From an optimization exercise on the open Yosys and OpenROAD flow, aimed at small area and a short achievable clock period; shortcuts taken in it are not production practice. No functional check of the RTL was part of any run shown here. No activity file was given, so power comes from the tool's default toggle rates.

File: flow/config.mk
export PLATFORM = sky130hd
export DESIGN_NAME = eqController
export DESIGN_NICKNAME = eqController
export VERILOG_FILES = /design/flow/design.v
export SDC_FILE = /design/flow/constraint.sdc
export NUM_CORES = 4
export LEC_CHECK = 0
export ABC_AREA = 1
export CAP_MARGIN = 20
export CORE_MARGIN = 2
export CORE_UTILIZATION = 40
export PLACE_DENSITY = 0.6
export SETUP_SLACK_MARGIN = 4
export SLEW_MARGIN = 20
File: flow/constraint.sdc
create_clock -name core_clock -period 7.0 [get_ports {S_AXI_ACLK}]
set_input_delay 1.4000 -clock core_clock [delete_from_list [all_inputs] [get_ports {S_AXI_ACLK}]]
set_output_delay 1.4000 -clock core_clock [all_outputs]
set_load 0.01 [all_outputs]
File: flow/design.v
module eqController #(
    parameter int ADDR_WIDTH     = 6,
    parameter int GAIN_FRAC_BITS = 14
) (
    input  logic                  S_AXI_ACLK,
    input  logic                  S_AXI_ARESETN,
    input  logic                  wr,
    input  logic [ADDR_WIDTH-1:0] wrAddr,
    input  logic [31:0]           wrData,
    output logic                  adcReq,
    output logic [15:0]           adcCmd,
    input  logic                  adcAck,
    input  logic [15:0]           adcData,
    output logic                  dacReq,
    output logic [31:0]           dacWord,
    input  logic                  dacAck
);
    logic        enable;
    logic [15:0] gain0, gain1;
    always_ff @(posedge S_AXI_ACLK) begin
        if (!S_AXI_ARESETN) begin
            enable <= 1'b0;
            gain0  <= 16'h4000;
            gain1  <= 16'h4000;
        end else if (wr) begin
            case (wrAddr)
                ADDR_WIDTH'(4): enable <= wrData[0];
                ADDR_WIDTH'(6): gain0  <= wrData[15:0];
                ADDR_WIDTH'(7): gain1  <= wrData[15:0];
                default: ;
            endcase
        end
    end
    localparam logic [3:0] S_IDLE = 4'd0;
    localparam logic [3:0] S_AREQ = 4'd1;
    localparam logic [3:0] S_AREL = 4'd2;
    localparam logic [3:0] S_C0   = 4'd3;
    localparam logic [3:0] S_C1   = 4'd4;
    localparam logic [3:0] S_C2   = 4'd5;
    localparam logic [3:0] S_C3   = 4'd6;
    localparam logic [3:0] S_DREQ = 4'd7;
    localparam logic [3:0] S_DREL = 4'd8;
    localparam logic [3:0] S_N1   = 4'd9;
    localparam logic [3:0] S_NX   = 4'd10;
    logic [3:0] state;
    logic       chan;
    always_ff @(posedge S_AXI_ACLK) begin
        if (!S_AXI_ARESETN) begin
            state <= S_IDLE;
            chan  <= 1'b0;
        end else begin
            case (state)
                S_IDLE: if (enable) state <= S_AREQ;
                S_AREQ: if (adcAck) state <= S_AREL;
                S_AREL: if (!adcAck) state <= S_C0;
                S_C0:   state <= S_C1;
                S_C1:   state <= S_C2;
                S_C2:   state <= S_C3;
                S_C3:   state <= S_DREQ;
                S_DREQ: if (dacAck) state <= S_DREL;
                S_DREL: if (!dacAck) state <= S_N1;
                S_N1: begin
                    state <= S_NX;
                    chan  <= !chan;
                end
                S_NX:   state <= enable ? S_AREQ : S_IDLE;
                default: state <= S_IDLE;
            endcase
        end
    end
    assign adcReq = (state == S_AREQ);
    assign dacReq = (state == S_DREQ);
    logic [15:0] s;
    logic [17:0] sx, s3;
    always_ff @(posedge S_AXI_ACLK) s <= {~adcData[15], adcData[14:0]};
    assign sx = {{2{s[15]}}, s};
    always_ff @(posedge S_AXI_ACLK) s3 <= sx + {sx[16:0], 1'b0};
    logic        hit;
    logic [15:0] gNext;
    assign hit   = wr && (wrAddr == ADDR_WIDTH'({5'd3, chan}));
    assign gNext = hit ? wrData[15:0] : (chan ? gain1 : gain0);
    logic [10:0] gHi;
    always_ff @(posedge S_AXI_ACLK) begin
        if (state == S_C0) gHi <= gNext[15:5];
    end
    logic [6:0] win;
    always_comb begin
        case (state)
            S_C0:    win = {gNext[5:0], 1'b0};
            S_C1:    win = gHi[6:0];
            default: win = {gHi[10], gHi[10], gHi[10:6]};
        endcase
    end
    logic [1:0] dNeg, dX1, dX2, dX3, dX4;
    always_ff @(posedge S_AXI_ACLK) begin
        for (int k = 0; k < 2; k++) begin
            logic [3:0] w;
            logic [2:0] t;
            w = win[3*k +: 4];
            t = {1'b0, w[2], 1'b0} + {2'b0, w[1]} + {2'b0, w[0]};    
            dNeg[k] <= w[3] & ~(w[2] & w[1] & w[0]);
            dX1[k]  <= w[3] ? (t == 3'd3) : (t == 3'd1);
            dX2[k]  <= (t == 3'd2);
            dX3[k]  <= w[3] ? (t == 3'd1) : (t == 3'd3);
            dX4[k]  <= w[3] ? (t == 3'd0) : (t == 3'd4);
        end
    end
    logic [17:0] p0, p1;
    assign p0 = (({18{dX1[0]}} & sx) | ({18{dX2[0]}} & {sx[16:0], 1'b0}) |
                 ({18{dX3[0]}} & s3) | ({18{dX4[0]}} & {sx[15:0], 2'b0})) ^ {18{dNeg[0]}};
    assign p1 = (({18{dX1[1]}} & sx) | ({18{dX2[1]}} & {sx[16:0], 1'b0}) |
                 ({18{dX3[1]}} & s3) | ({18{dX4[1]}} & {sx[15:0], 2'b0})) ^ {18{dNeg[1]}};
    logic [19:0] acc;
    logic        first;
    logic [15:0] A;
    logic        Ahi;
    assign first = (state == S_C1);
    always_comb begin
        A      = acc[19:4] & {16{~first}};
        A[3]   = first ? dNeg[1] : acc[7];
        A[9]   = first ? (gHi[6] & ~(gHi[5] & gHi[4] & gHi[3])) : acc[13];
        A[15]  = first ? (gHi[10] & ~gHi[9]) : acc[19];
        Ahi    = first | ~acc[19];
    end
    wire fs0 = dNeg[0] ^ A[0];
    wire fc0 = dNeg[0] & A[0];
    wire fs1 = A[1] ^ fc0;
    wire fc1 = A[1] & fc0;
    wire fs2 = A[2] ^ fc1;
    wire fc2 = A[2] & fc1;
    wire fs3 = A[3] ^ p0[3] ^ p1[0];
    wire fc3 = (A[3] & p0[3]) | (A[3] & p1[0]) | (p0[3] & p1[0]);
    wire fs4 = A[4] ^ p0[4] ^ p1[1];
    wire fc4 = (A[4] & p0[4]) | (A[4] & p1[1]) | (p0[4] & p1[1]);
    wire fs5 = A[5] ^ p0[5] ^ p1[2];
    wire fc5 = (A[5] & p0[5]) | (A[5] & p1[2]) | (p0[5] & p1[2]);
    wire fs6 = A[6] ^ p0[6] ^ p1[3];
    wire fc6 = (A[6] & p0[6]) | (A[6] & p1[3]) | (p0[6] & p1[3]);
    wire fs7 = A[7] ^ p0[7] ^ p1[4];
    wire fc7 = (A[7] & p0[7]) | (A[7] & p1[4]) | (p0[7] & p1[4]);
    wire fs8 = A[8] ^ p0[8] ^ p1[5];
    wire fc8 = (A[8] & p0[8]) | (A[8] & p1[5]) | (p0[8] & p1[5]);
    wire fs9 = A[9] ^ p0[9] ^ p1[6];
    wire fc9 = (A[9] & p0[9]) | (A[9] & p1[6]) | (p0[9] & p1[6]);
    wire fs10 = A[10] ^ p0[10] ^ p1[7];
    wire fc10 = (A[10] & p0[10]) | (A[10] & p1[7]) | (p0[10] & p1[7]);
    wire fs11 = A[11] ^ p0[11] ^ p1[8];
    wire fc11 = (A[11] & p0[11]) | (A[11] & p1[8]) | (p0[11] & p1[8]);
    wire fs12 = A[12] ^ p0[12] ^ p1[9];
    wire fc12 = (A[12] & p0[12]) | (A[12] & p1[9]) | (p0[12] & p1[9]);
    wire fs13 = A[13] ^ p0[13] ^ p1[10];
    wire fc13 = (A[13] & p0[13]) | (A[13] & p1[10]) | (p0[13] & p1[10]);
    wire fs14 = A[14] ^ p0[14] ^ p1[11];
    wire fc14 = (A[14] & p0[14]) | (A[14] & p1[11]) | (p0[14] & p1[11]);
    wire fs15 = A[15] ^ p0[15] ^ p1[12];
    wire fc15 = (A[15] & p0[15]) | (A[15] & p1[12]) | (p0[15] & p1[12]);
    wire fs16 = ~Ahi ^ p0[16] ^ p1[13];
    wire fc16 = (~Ahi & p0[16]) | (~Ahi & p1[13]) | (p0[16] & p1[13]);
    wire fs17 = Ahi ^ p1[14] ^ ~p0[17];
    wire fc17 = (Ahi & p1[14]) | (Ahi & ~p0[17]) | (p1[14] & ~p0[17]);
    wire [21:0] csaX = {1'b1, p1[15], p1[16], ~p1[15], fc16, fc15, fc14, fc13, fc12, fc11, fc10, fc9, fc8, fc7, fc6, fc5, fc4, fc3, fc2, p0[2], fs1, fs0};
    wire [21:0] csaY = {1'b0, ~p1[17], ~p1[15], fc17, fs17, fs16, fs15, fs14, fs13, fs12, fs11, fs10, fs9, fs8, fs7, fs6, fs5, fs4, fs3, fs2, p0[1], p0[0]};
    logic [21:0] sum;
    assign sum = csaX + csaY;
    always_ff @(posedge S_AXI_ACLK) begin
        if (state == S_C1 || state == S_C2 || state == S_C3) acc <= sum[21:2];
    end
    logic        ovf;
    logic [15:0] code;
    assign ovf  = (acc[17] != acc[16]) || (acc[17] != acc[15]);
    assign code = ovf ? {16{~acc[17]}} : {~acc[15], acc[14:0]};
    assign adcCmd  = {1'b1, chan, 14'd0};
    assign dacWord = {15'h0018, chan, code};
endmodule
File: flow/run.sh
#!/bin/bash
# synth_recipe.tcl (not shown) runs the flow's synth.tcl, then flattens the netlist and writes it again
# the make line also repeats each setting of config.mk as NAME=value (left out here)
make -C /OpenROAD-flow-scripts/flow DESIGN_CONFIG=/design/flow/config.mk WORK_HOME=/design/flow/orfs CLKGATE_MAP_FILE= SYNTH_SCRIPT=/design/flow/synth_recipe.tcl finish
==> flow_metrics.env, run 1 <==
export IMPL_outcome="timing/DRC/antenna clean"
export IMPL_setup_viol=0
export IMPL_cp_arrival_ps=3380
export IMPL_post_route_drc_count=0
export IMPL_seq_area_frac_synth=0.333
export IMPL_dp_hpwl_mm=14.1
export IMPL_dp_cells=1278
export IMPL_synth_top_area_frac=0.213
export IMPL_post_route_period_util=0.459
export IMPL_clock_fmax_mhz=311
export IMPL_crit_path_start_kind="register"
export IMPL_irDropWorstVdd_uv=238
export IMPL_maxCapViolCount=0
export IMPL_clk_path_buf_depth=2
export IMPL_slowest_stage="fa_1"
export IMPL_hold_viol_final=0
export IMPL_synth_adder_area_share=0.110
export IMPL_hold_start="gain1[14]"
export IMPL_synth_area_um2=7720
export IMPL_port_buffers=62
export IMPL_synth_mux_area_frac=0.00130
export IMPL_synthTopCellsByCount="nand2_1, inv_1, nor2_1"
export IMPL_relSlewSlack=0.336
export IMPL_timing_hold_ws_ps=467
export IMPL_yosysMostFrequentCell="nand2_1"
export IMPL_tns_ps=0
export IMPL_grt_usage=0.209
export IMPL_synth_compound_area_frac=0.188
export IMPL_dieArea_um2=20400
export IMPL_wire_per_inst_um=15.5
export IMPL_crit_top_cell="xor2_1"
export IMPL_num_antenna_cells=0
export IMPL_yosys_area_share_simple=0.180
export IMPL_stdcell_count=1367
export IMPL_r2r_start="dX1[0]"
export IMPL_tightestPinTransition_ps=995
export IMPL_fin_crit_ps=3220
export IMPL_finClkSkew_ps=12.3
export IMPL_clk_pin_slew_ps=70
export IMPL_rsz0062_at_grt="yes"
export IMPL_power_leakage_nw=4.42
export IMPL_placementRows=50
export IMPL_hold_depth=2
export IMPL_firstDrtPassIters=5
export IMPL_r2r_cells=12
export IMPL_synthTopCellsByArea="dfxtp_1, edfxtp_1, ha_1, nand2_1, xor2_1"
export IMPL_synth_xor_area_frac=0.0726
export IMPL_wl_mm=21.2
export IMPL_grt_max_degree=35
export IMPL_syn_inst=990
export IMPL_clock_latency_ps=430
export IMPL_area_growth_pct=34.6
export IMPL_synth_cell_types=53
export IMPL_cts_tree="done"
export IMPL_holdBufCountCts=0
export IMPL_synth_seq_cells=113
export IMPL_vias_per_cell=5.20
export IMPL_crit_required_ps=7160
export IMPL_rrSetupSlack_ps=3780
export IMPL_synth_edff_count=31
export IMPL_slowest_delay_ps=520
export IMPL_grt_pass1_wl_mm=33.7
export IMPL_vias=7112
export IMPL_ys_flop_type="dfxtp_1"
export IMPL_drtIter0Drc=551
export IMPL_grt_ovfl_total=0
export IMPL_worstPathMaxFanout=6
export IMPL_path_class="reg -> reg"
export IMPL_fp_dieW_um=143
export IMPL_cp_end_kind="register"
export IMPL_h_tree_depth=4
export IMPL_r2r_end="acc[15]"
export IMPL_start_util=0.410
export IMPL_die_h_um=143
export IMPL_hold_class="reg -> reg"
export IMPL_synth_area_per_cell_um2=7.80
export IMPL_cts_sinks=113
export IMPL_async_flop_share=0
export IMPL_cts_inserted_buffers=17
export IMPL_synth_top_area_cell="dfxtp_1"
export IMPL_drive_above_1_share=0.280
export IMPL_crit_path_cell_trace="clkinvlp_4 -> o22ai_1 -> a221oi_2 -> xor2_1 -> fa_1 -> inv_1 -> ha_4 -> a21oi_1 -> o21ai_1 -> o21ai_0 -> o211ai_1 -> xor2_1"
export IMPL_ant_nets=0
export IMPL_slew_violations=0
export IMPL_hold_path_end="gain1[14]"
export IMPL_powerDensity_nw_per_um2=444
export IMPL_cts_root_buf="clkbuf_16"
export IMPL_antenna_found_initial=0
export IMPL_io_pins=109
export IMPL_core_area_um2=18800
export IMPL_ys_warn_count=1
export IMPL_place_gp_congestion=0.888
export IMPL_final_net_count=1211
export IMPL_synth_top_family_by_area="compound AO/OA/AOI/OAI gates"
export IMPL_grt_pass1_vias=6666
## stage by stage
step	power, mW	utilization	instance area, um^2	setup slack, ps
3_3_place_gp	2.73	0.450	8470	2850
6_report	4.61	0.552	10400	3780
2_1_floorplan	2.31	-	7900	3890
4_1_cts	4.11	0.528	9940	3830
3_5_place_dp	2.74	0.450	8470	2830
5_1_grt	4.88	0.552	10400	3690
## power breakdown
group | internal (mW) | total, mW | switching [mW]
Sequential | 0.826 | 0.927 | 0.101
Combinational | 1.19 | 2.79 | 1.61
Clock | 0.551 | 0.888 | 0.338
Total | 2.56 | 4.61 | 2.05
## worst max-delay path: cells and delay by family (launching register included)
family | cells | cell delay [ps]
flip-flops | 1 | 400
buffers and inverters | 2 | 260
AO/OA/AOI/OAI | 6 | 1140
XOR/XNOR | 2 | 370
adder cells (fa/ha/maj) | 2 | 800
## sequential cells by signal, summed over array words and instances, names as in the netlist
name	flops
s	16
s3	18
state	4
gain0	16
enable	1
gain1	16
dX4	2
dNeg	2
chan	1
dX1	2
dX3	2
gHi	11
dX2	2
acc	20
## per-layer routing
layer	part of all wire	track usage
met4	0.020	0.0730
met3	0.047	0.0352
met2	0.46	0.323
met1	0.48	0.293
met5	0	0
## worst max path at each step
stage / start / to / slack [ps] / cells after the start
after detailed placement: wrAddr[5] / dX3[1] / 2830 / 13
after global placement: wrAddr[5] / dX3[1] / 2850 / 13
after global routing: state[3] / acc[15] / 3690 / 15
after CTS: dX2[0] / acc[15] / 3830 / 12
after floorplan: wrAddr[5] / dX3[1] / 3890 / 12
final: dX1[0] / acc[15] / 3780 / 12
## logic make-up (layout without fill, tap and decap cells)
family / count (synthesis) / in the layout
AND/OR/NAND/NOR: 328 / 329
AO/OA/AOI/OAI: 231 / 232
buffers and inverters: 193 / 280
flip-flops: 113 / 113
XOR/XNOR: 64 / 64
adder cells (fa/ha/maj): 58 / 58
other: 2 / 30
multiplexers: 1 / 1
## cell usage in the layout (no fill, tap or decap), types with 26 or more instances in the layout
cell             count
nand2_1            115
nor2_1             110
inv_1               98
dfxtp_1             66
o21ai_0             64
xor2_1              55
buf_4               48
clkdlybuf4s50_1     38
edfxtp_1            31
conb_1              30
a21oi_1             26
## what timing repair did
item	4_1_cts	5_1_grt
setup endpoints to repair	82	72
setup buffers	31	20
gates cloned	6	0
resized for setup	182	114
pin swaps	33	59
## cell type report
type | instances | area, um^2
Clock buffer | 19 | 454
Clock inverter | 13 | 150
Fill cell | 1693 | 8440
Inverter | 130 | 523
Multi-Input combinational cell | 714 | 5350
Sequential cell | 113 | 2610
Tap cell | 260 | 325
Timing Repair Buffer | 114 | 943
Timing Repair inverter | 4 | 30.0
==> run 2, diff against run 1 <==
--- a/flow/config.mk
+++ b/flow/config.mk
@@ -10,5 +10,4 @@
 export CORE_MARGIN = 2
 export CORE_UTILIZATION = 40
 export PLACE_DENSITY = 0.6
-export SETUP_SLACK_MARGIN = 4
 export SLEW_MARGIN = 20
==> flow_metrics.env, run 2 <==
export IMPL_drive_above_1_share=0.0561
export IMPL_p_seq_frac=0.246
export IMPL_top_usage_layer="met2"
export IMPL_top_register="acc"
export IMPL_core_area_um2=18800
export IMPL_irDropWorstVdd_uv=210
export IMPL_vias_per_cell=5.07
export IMPL_tightestPinTransition_ps=989
export IMPL_async_flop_share=0
export IMPL_ys_warn_count=1
export IMPL_synth_top_area_cell="dfxtp_1"
export IMPL_p_clk_frac=0.246
export IMPL_fillerInstances=1883
export IMPL_vias=6652
export IMPL_place_gp_congestion=0.920
export IMPL_port_buffers=62
export IMPL_wl_mm=18.5
export IMPL_fin_crit_ps=4140
export IMPL_grt_pass1_wl_mm=30.9
export IMPL_grt_pass1_vias=6103
export IMPL_power_switching_mw=1.56
export IMPL_top_regs="acc: 20 flops, s3: 18 flops"
export IMPL_powerDensity_nw_per_um2=400
export IMPL_dieArea_um2=20400
export IMPL_num_antenna_cells=0
export IMPL_p_sw_frac=0.433
export IMPL_hold_start="s[0]"
export IMPL_die_h_um=143
export IMPL_tns_ps=0
export IMPL_grt_max_degree=35
export IMPL_cts_resized=0
export IMPL_p_int_mw=2.04
export IMPL_seqCellArea_um2=2570
export IMPL_wire_per_inst_um=14.1
export IMPL_cts_sinks=113
export IMPL_crit_path_start_kind="register"
export IMPL_cts_root_buf="clkbuf_16"
export IMPL_synth_edff_count=31
export IMPL_synth_area_per_cell_um2=7.80
export IMPL_power_leakage_nw=3.99
export IMPL_maxCapViolCount=0
export IMPL_post_route_period_util=0.592
export IMPL_antenna_found_initial=0
export IMPL_seq_area_frac_synth=0.333
export IMPL_outcome="timing/DRC/antenna clean"
export IMPL_synth_area_um2=7720
export IMPL_hold_viol_final=0
export IMPL_placed_area_um2=8400
export IMPL_dp_hpwl_mm=13.9
export IMPL_grt_usage=0.190
export IMPL_worstPathMaxFanout=15
export IMPL_relSlewSlack=0.340
export IMPL_synth_seq_cells=113
export IMPL_start_util=0.410
export IMPL_synth_top_area_frac=0.213
export IMPL_clk_pin_slew_ps=60
export IMPL_synthTopCellsByArea="dfxtp_1, edfxtp_1, ha_1, nand2_1, xor2_1"
export IMPL_cp_end_kind="register"
export IMPL_largest_reg_flops=20
export IMPL_use_met3=0.0282
export IMPL_final_area_um2=9000
export IMPL_cp_startpoint="state[0]"
export IMPL_post_route_drc_count=0
export IMPL_synth_cell_types=53
export IMPL_fin_ws_ps=2860
export IMPL_clock_fmax_mhz=241
export IMPL_post_cts_buffers=0
export IMPL_firstDrtPassIters=6
export IMPL_fp_dieW_um=143
export IMPL_holdBufCountCts=0
export IMPL_grt_ovfl_total=0
export IMPL_hold_class="reg -> reg"
export IMPL_yosysMostFrequentCell="nand2_1"
export IMPL_p_comb_frac=0.508
export IMPL_mostFrequentLayoutCells="nand2_1, inv_1, nor2_1, dfxtp_1, o21ai_0"
export IMPL_path_class="reg -> reg"
export IMPL_drtIter0Drc=715
export IMPL_placementRows=50
export IMPL_clock_latency_ps=420
export IMPL_rsz0062_at_grt="no"
export IMPL_crit_required_ps=7150
export IMPL_r2r_start="state[0]"
export IMPL_finClkSkew_ps=12.9
export IMPL_io_pins=109
export IMPL_cp_arrival_ps=4290
export IMPL_grt_util_met1=0.281
export IMPL_synthTopCellsByCount="nand2_1, inv_1, nor2_1"
export IMPL_final_net_count=1155
export IMPL_multi_input_area_um2=4370
export IMPL_cts_tree="done"
export IMPL_area_growth_pct=16.6
export IMPL_clk_path_buf_depth=2
export IMPL_ant_nets=0
export IMPL_setup_viol=0
export IMPL_layout_commonest_cell="nand2_1"
export IMPL_syn_inst=990
export IMPL_cts_inserted_buffers=17
export IMPL_slew_violations=0
export IMPL_use_met2=0.285
export IMPL_ys_flop_type="dfxtp_1"
export IMPL_h_tree_depth=4
export IMPL_pre_cts_ws_ps=2680
run 2: cell counts after synthesis:
No cell type changed its count.
run 2: per-stage QoR:
step | instances | hold slack [ps] | utilization | total power, mW
floorplan | 1018 | 384 | - | 2.27
global placement | 1279 | 441 | 0.446 | 2.69
detailed placement | 1279 | 435 | 0.446 | 2.70
CTS | 1311 | 446 | 0.478 | 3.59
global route | 1311 | 482 | 0.478 | 3.89
finish | 1311 | 450 | 0.478 | 3.60
run 2: kinds of logic (layout without fill, tap and decap cells):
kind of cell    Yosys count  after routing  share of synthesized area
simple gates            328            328                      0.180
compound gates          231            231                      0.188
buf+inv                 193            226                      0.114
flops                   113            113                      0.333
xor+xnor                 64             64                     0.0726
fa+ha+maj                58             58                      0.110
other cells               2             30                   0.000973
mux                       1              1                    0.00130
run 2: worst max-delay path, stage by stage, from the launching register on:
cell and delay (ps):
dfxtp_1 440, nor2_1 130, nand2_1 450, inv_1 370, nor2_1 290, inv_1 120
nand2_1 80, inv_1 60, fa_1 520, inv_1 40, ha_1 390, nand2_1 150
nor4_1 370, nand2_1 80, o211ai_1 260, xor2_1 120
run 2: path summary, 6_finish.rpt:
path                  end  slack, ps  cells after the start
setup reg to reg  acc[15]       2860                     15
hold reg to reg     s3[0]        450                      0
setup / recovery  acc[15]       2860                     15
hold / removal      s3[0]        450                      0
run 2: power by group through the flow:
stage | registers (mW) | clock network, mW | logic, mW
2_1_floorplan | 0.860 | 0 | 1.41
3_3_place_gp | 0.898 | 0 | 1.80
3_5_place_dp | 0.899 | 0 | 1.80
4_1_cts | 0.885 | 0.897 | 1.81
5_1_grt | 0.893 | 0.927 | 2.07
6_report | 0.886 | 0.886 | 1.83
run 2: area by class of cell:
| cell class | instances | area share |
|---|---|---|
| well taps | 260 | 0.0362 |
| repair buffers | 64 | 0.0706 |
| clock inverters | 13 | 0.0152 |
| multi-input cells | 712 | 0.486 |
| inverters | 130 | 0.0545 |
| flip-flops and latches | 113 | 0.286 |
| clock buffers | 19 | 0.0516 |
run 2: layer usage:
layer  part of all wire  up-vias
li1                   -     3383
met1               0.51     3031
met2               0.43      218
met3              0.045       20
met4              0.014        0
met5                  0        -
==> run 3, diff against run 2 <==
--- a/flow/design.v
+++ b/flow/design.v
@@ -17,19 +17,18 @@
 );
     logic        enable;
     logic [15:0] gain0, gain1;
+    logic        rst;
+    logic        weEn, weG0, weG1;
+    logic [15:0] gainIn;
+    assign rst    = !S_AXI_ARESETN;
+    assign weEn   = rst | (wr && wrAddr == ADDR_WIDTH'(4));
+    assign weG0   = rst | (wr && wrAddr == ADDR_WIDTH'(6));
+    assign weG1   = rst | (wr && wrAddr == ADDR_WIDTH'(7));
+    assign gainIn = (wrData[15:0] & {16{~rst}}) | (16'h4000 & {16{rst}});
     always_ff @(posedge S_AXI_ACLK) begin
-        if (!S_AXI_ARESETN) begin
-            enable <= 1'b0;
-            gain0  <= 16'h4000;
-            gain1  <= 16'h4000;
-        end else if (wr) begin
-            case (wrAddr)
-                ADDR_WIDTH'(4): enable <= wrData[0];
-                ADDR_WIDTH'(6): gain0  <= wrData[15:0];
-                ADDR_WIDTH'(7): gain1  <= wrData[15:0];
-                default: ;
-            endcase
-        end
+        if (weEn) enable <= wrData[0] & ~rst;
+        if (weG0) gain0  <= gainIn;
+        if (weG1) gain1  <= gainIn;
     end
     localparam logic [3:0] S_IDLE = 4'd0;
     localparam logic [3:0] S_AREQ = 4'd1;
@@ -76,19 +75,19 @@
     assign sx = {{2{s[15]}}, s};
     always_ff @(posedge S_AXI_ACLK) s3 <= sx + {sx[16:0], 1'b0};
     logic        hit;
-    logic [15:0] gNext;
-    assign hit   = wr && (wrAddr == ADDR_WIDTH'({5'd3, chan}));
-    assign gNext = hit ? wrData[15:0] : (chan ? gain1 : gain0);
-    logic [10:0] gHi;
-    always_ff @(posedge S_AXI_ACLK) begin
-        if (state == S_C0) gHi <= gNext[15:5];
-    end
+    logic [15:0] gSel;
+    logic [5:0]  gNextLo;
+    assign hit     = wr && (wrAddr == ADDR_WIDTH'({5'd3, chan}));
+    assign gSel    = chan ? gain1 : gain0;
+    assign gNextLo = hit ? wrData[5:0] : gSel[5:0];
+    logic [4:0] gT;
+    always_ff @(posedge S_AXI_ACLK) gT <= gSel[15:11];
     logic [6:0] win;
     always_comb begin
         case (state)
-            S_C0:    win = {gNext[5:0], 1'b0};
-            S_C1:    win = gHi[6:0];
-            default: win = {gHi[10], gHi[10], gHi[10:6]};
+            S_C0:    win = {gNextLo, 1'b0};
+            S_C1:    win = gSel[11:5];
+            default: win = {gT[4], gT[4], gT};
         endcase
     end
     logic [1:0] dNeg, dX1, dX2, dX3, dX4;
@@ -114,12 +113,12 @@
     logic        first;
     logic [15:0] A;
     logic        Ahi;
-    assign first = (state == S_C1);
+    always_ff @(posedge S_AXI_ACLK) first <= (state == S_C0);    
     always_comb begin
         A      = acc[19:4] & {16{~first}};
         A[3]   = first ? dNeg[1] : acc[7];
-        A[9]   = first ? (gHi[6] & ~(gHi[5] & gHi[4] & gHi[3])) : acc[13];
-        A[15]  = first ? (gHi[10] & ~gHi[9]) : acc[19];
+        A[9]   = first ? (gSel[11] & ~(gSel[10] & gSel[9] & gSel[8])) : acc[13];
+        A[15]  = first ? (gSel[15] & ~gSel[14]) : acc[19];
         Ahi    = first | ~acc[19];
     end
     wire fs0 = dNeg[0] ^ A[0];
==> flow/flow/run.sh (new file) <==
#!/bin/bash
# The standard layout (standard.sh), with every input port buffered by a buf_1 cell
# and every output port by a buf_2 cell, instead of the delay buffer buffer_ports
# picks by default. The buffers are placed by flow/ports.tcl, sourced just before
# global placement, where the standard flow would call buffer_ports.
export DONT_BUFFER_PORTS=1
export PRE_GLOBAL_PLACE_TCL="$PWD/flow/ports.tcl"
bash standard.sh > standard.log 2>&1
==> flow/flow/ports.tcl (new file) <==
# Port buffers, as the standard flow's buffer_ports, with chosen cells.
puts "Perform port buffering (flow/ports.tcl)..."
buffer_ports -inputs -buffer_cell sky130_fd_sc_hd__buf_1
buffer_ports -outputs -buffer_cell sky130_fd_sc_hd__buf_2
==> flow/standard.sh (new file) <==
#!/bin/bash
# synth_recipe.tcl (not shown) runs the flow's synth.tcl, then flattens the netlist and writes it again
# the make line also repeats each setting of config.mk as NAME=value (left out here)
make -C /OpenROAD-flow-scripts/flow DESIGN_CONFIG=/design/flow/config.mk WORK_HOME=/design/flow/orfs CLKGATE_MAP_FILE= SYNTH_SCRIPT=/design/flow/synth_recipe.tcl "${@:-finish}"
==> flow/config.mk (replaced) <==
export PLATFORM = sky130hd
export DESIGN_NAME = eqController
export DESIGN_NICKNAME = eqController
export VERILOG_FILES = /design/flow/design.v
export SDC_FILE = /design/flow/constraint.sdc
export NUM_CORES = 4
export LEC_CHECK = 0
export ABC_AREA = 0
export CAP_MARGIN = 0
export CORE_MARGIN = 2
export CORE_UTILIZATION = 55
export CTS_BUF_LIST = sky130_fd_sc_hd__clkbuf_4 sky130_fd_sc_hd__clkbuf_8
export PLACE_DENSITY = 0.75
export SETUP_SLACK_MARGIN = 4
export SLEW_MARGIN = 0
export TNS_END_PERCENT = 5
removed: flow/run.sh
==> flow_metrics.env, run 3 <==
export IMPL_crit_path_cell_trace="buf_12 -> mux2i_4 -> nor2_2 -> nor2_2 -> mux2i_2 -> fa_1 -> inv_2 -> ha_4 -> o2111a_1 -> a221oi_4 -> o31ai_4 -> a221o_2 -> a21oi_2 -> xnor2_1"
export IMPL_synth_area_um2=7280
export IMPL_port_buffers=62
export IMPL_place_gp_congestion=0.870
export IMPL_fp_dieW_um=119
export IMPL_clock_fmax_mhz=280
export IMPL_wl_mm=15.2
export IMPL_rsz0062_at_grt="yes"
export IMPL_slowest_delay_ps=540
export IMPL_cts_tree="done"
export IMPL_hold_start="gain0[13]"
export IMPL_vias_per_cell=5.81
export IMPL_cts_root_buf="clkbuf_8"
export IMPL_dp_hpwl_mm=11.1
export IMPL_irDropWorstVdd_uv=257
export IMPL_finClkSkew_ps=16.2
export IMPL_r2r_end="acc[16]"
export IMPL_mostFrequentLayoutCells="nor2_1, edfxtp_1, inv_1, xor2_1, dfxtp_1"
export IMPL_tns_ps=0
export IMPL_grt_max_degree=33
export IMPL_io_pins=109
export IMPL_top_register="acc"
export IMPL_top_regs="acc: 20 flops, s3: 18 flops"
export IMPL_ys_warn_count=1
export IMPL_synthTopCellsByArea="edfxtp_1, dfxtp_1, ha_1, xor2_1, fa_1"
export IMPL_start_util=0.556
export IMPL_power_leakage_nw=3.13
export IMPL_slowest_stage="fa_1"
export IMPL_h_tree_depth=3
export IMPL_p_clk_frac=0.097
export IMPL_fin_crit_ps=3570
export IMPL_placed_area_um2=7410
export IMPL_synth_top_area_frac=0.219
export IMPL_async_flop_share=0
export IMPL_largest_reg_flops=20
export IMPL_ys_flop_type="dfxtp_1"
export IMPL_cts_sinks=108
export IMPL_powerDensity_nw_per_um2=529
export IMPL_layout_commonest_cell="nor2_1"
export IMPL_cts_inserted_buffers=9
export IMPL_final_area_um2=7880
export IMPL_crit_path_start_kind="register"
export IMPL_hold_depth=1
export IMPL_syn_inst=754
export IMPL_synth_seq_cells=108
export IMPL_synth_top_area_cell="edfxtp_1"
export IMPL_clk_path_buf_depth=2
export IMPL_outcome="timing/DRC/antenna clean"
export IMPL_dieArea_um2=14200
export IMPL_p_sw_frac=0.435
export IMPL_synthTopCellsByCount="nor2_1, dfxtp_1, edfxtp_1"
export IMPL_area_growth_pct=8.20
export IMPL_setup_viol=0
export IMPL_fillerInstances=1063
export IMPL_tightestPinTransition_ps=1060
export IMPL_grt_pass1_vias=5106
export IMPL_worstPathMaxFanout=7
export IMPL_die_h_um=119
export IMPL_wire_per_inst_um=16.6
export IMPL_hold_viol_final=0
export IMPL_rrSetupSlack_ps=3430
export IMPL_path_class="reg -> reg"
export IMPL_ant_nets=0
export IMPL_crit_buf_inv=2
export IMPL_final_net_count=855
export IMPL_synth_edff_count=53
export IMPL_firstDrtPassIters=7
export IMPL_num_antenna_cells=0
export IMPL_grt_pass1_wl_mm=25.4
export IMPL_placementRows=42
export IMPL_seqCellArea_um2=2720
export IMPL_crit_required_ps=7140
export IMPL_dp_cells=889
export IMPL_p_int_mw=2.35
export IMPL_relSlewSlack=0.295
export IMPL_antenna_found_initial=0
export IMPL_r2r_cells=14
export IMPL_maxCapViolCount=0
export IMPL_clock_latency_ps=380
export IMPL_slew_violations=0
export IMPL_clk_pin_slew_ps=100
export IMPL_synth_area_per_cell_um2=9.66
export IMPL_power_switching_mw=1.81
export IMPL_stdcell_count=919
export IMPL_r2r_start="chan"
export IMPL_p_comb_frac=0.649
export IMPL_hold_path_end="gT[2]"
export IMPL_vias=5341
export IMPL_grt_usage=0.221
export IMPL_cp_depth=14
export IMPL_hold_class="reg -> reg"
export IMPL_crit_top_cell="nor2_2"
export IMPL_crit_family="compound AO/OA/AOI/OAI gates"
export IMPL_seq_area_frac_synth=0.370
export IMPL_yosysMostFrequentCell="nor2_1"
export IMPL_synth_cell_types=73
export IMPL_post_route_period_util=0.509
export IMPL_core_area_um2=13100
export IMPL_multi_input_area_um2=4380
export IMPL_drive_above_1_share=0.140
export IMPL_post_route_drc_count=0
export IMPL_drtIter0Drc=486
export IMPL_p_seq_frac=0.254
export IMPL_cp_end_kind="register"
export IMPL_cp_arrival_ps=3700
export IMPL_grt_ovfl_total=0
## run 3: what timing repair did
item,in CTS,in global routing
gates cloned,2,0
endpoints found under the setup margin,37,42
pin swaps,8,9
gates resized for setup,27,8
hold buffers,0,0
buffers inserted,6,6
## run 3: final cells by class
class	count	share of cell area
Clock buffer	9	0.0157
Multi-Input combinational cell	557	0.556
Sequential cell	108	0.346
Clock inverter	7	0.0103
Inverter	47	0.0224
Tap cell	176	0.0280
Timing Repair Buffer	15	0.0222
## run 3: cells by family after synthesis
| group | Yosys count | synth area share |
|---|---|---|
| xor+xnor | 65 | 0.0782 |
| mux | 13 | 0.0192 |
| flops | 108 | 0.370 |
| other cells | 2 | 0.00103 |
| fa+ha+maj | 58 | 0.116 |
| buf+inv | 117 | 0.0806 |
| compound gates | 186 | 0.196 |
| simple gates | 205 | 0.139 |
## run 3: how the worst max path moves through the flow
stage,from,end,slack (ps)
after global placement,chan,acc[17],3140
after detailed placement,chan,acc[19],3020
after global routing,chan,acc[16],3320
final,chan,acc[16],3430
after floorplan,dX4[0],acc[17],3600
after CTS,chan,acc[16],3420
## run 3: per-stage QoR
step	hold slack, ps	power [mW]	worst slack [ps]	util
final	485	4.16	3430	0.602
after global routing	495	4.52	3320	0.602
after CTS	477	4.10	3420	0.597
after detailed placement	461	3.63	3020	0.567
after global placement	453	3.54	3140	0.567
after floorplan	408	3.25	3600	-
## run 3: per-layer routing
layer | up-vias | track usage | part of all wire
met5 | - | 0 | 0
met4 | 0 | 0.0781 | 0.020
met3 | 30 | 0.0350 | 0.049
met2 | 206 | 0.354 | 0.47
met1 | 2498 | 0.303 | 0.46
li1 | 2607 | - | -
## run 3: power groups by stage
| stage | Combinational, mW | Sequential (mW) | Clock (mW) |
|---|---|---|---|
| after global placement | 2.48 | 1.06 | 0 |
| after detailed placement | 2.56 | 1.07 | 0 |
| after global routing | 3.01 | 1.08 | 0.433 |
| after floorplan | 2.30 | 0.947 | 0 |
| final | 2.70 | 1.06 | 0.402 |
| after CTS | 2.63 | 1.06 | 0.409 |

-- port drivers added, routing unchanged --
In the flow no input, the clock included, has a driving cell. The finished layouts below were timed again as built, in two steps.
Step 1 sets driving cells, clkbuf_16 on the clock port and buf_2 on the other inputs (assumed; they add their load-dependent delay and slew).
Step 2 moves the port delays by t, midway between the first and last clock arrival at a register: inputs arrive t later, outputs are due t later. That takes back most of the time a late clock gives input paths.
Three values: ideal, step 1, step 2; two values: the first two.
| run | t, ns | setup slack, ns | worst data-port slew with drivers (ns) |
|---|---|---|---|
| run 1 | 0.463 | 3.784 / 3.784 / 3.538 | 0.04 |
| run 2 | 0.456 | 2.856 / 2.856 / 2.650 | 0.04 |
| run 3 | 0.405 | 3.435 / 3.435 / 3.435 | 0.37 |
After both steps setup and hold are still met in every run listed. For run 1, which loses most, drivers alone change the setup slack by 0.000 ns; drivers and shift together by -0.246 ns.
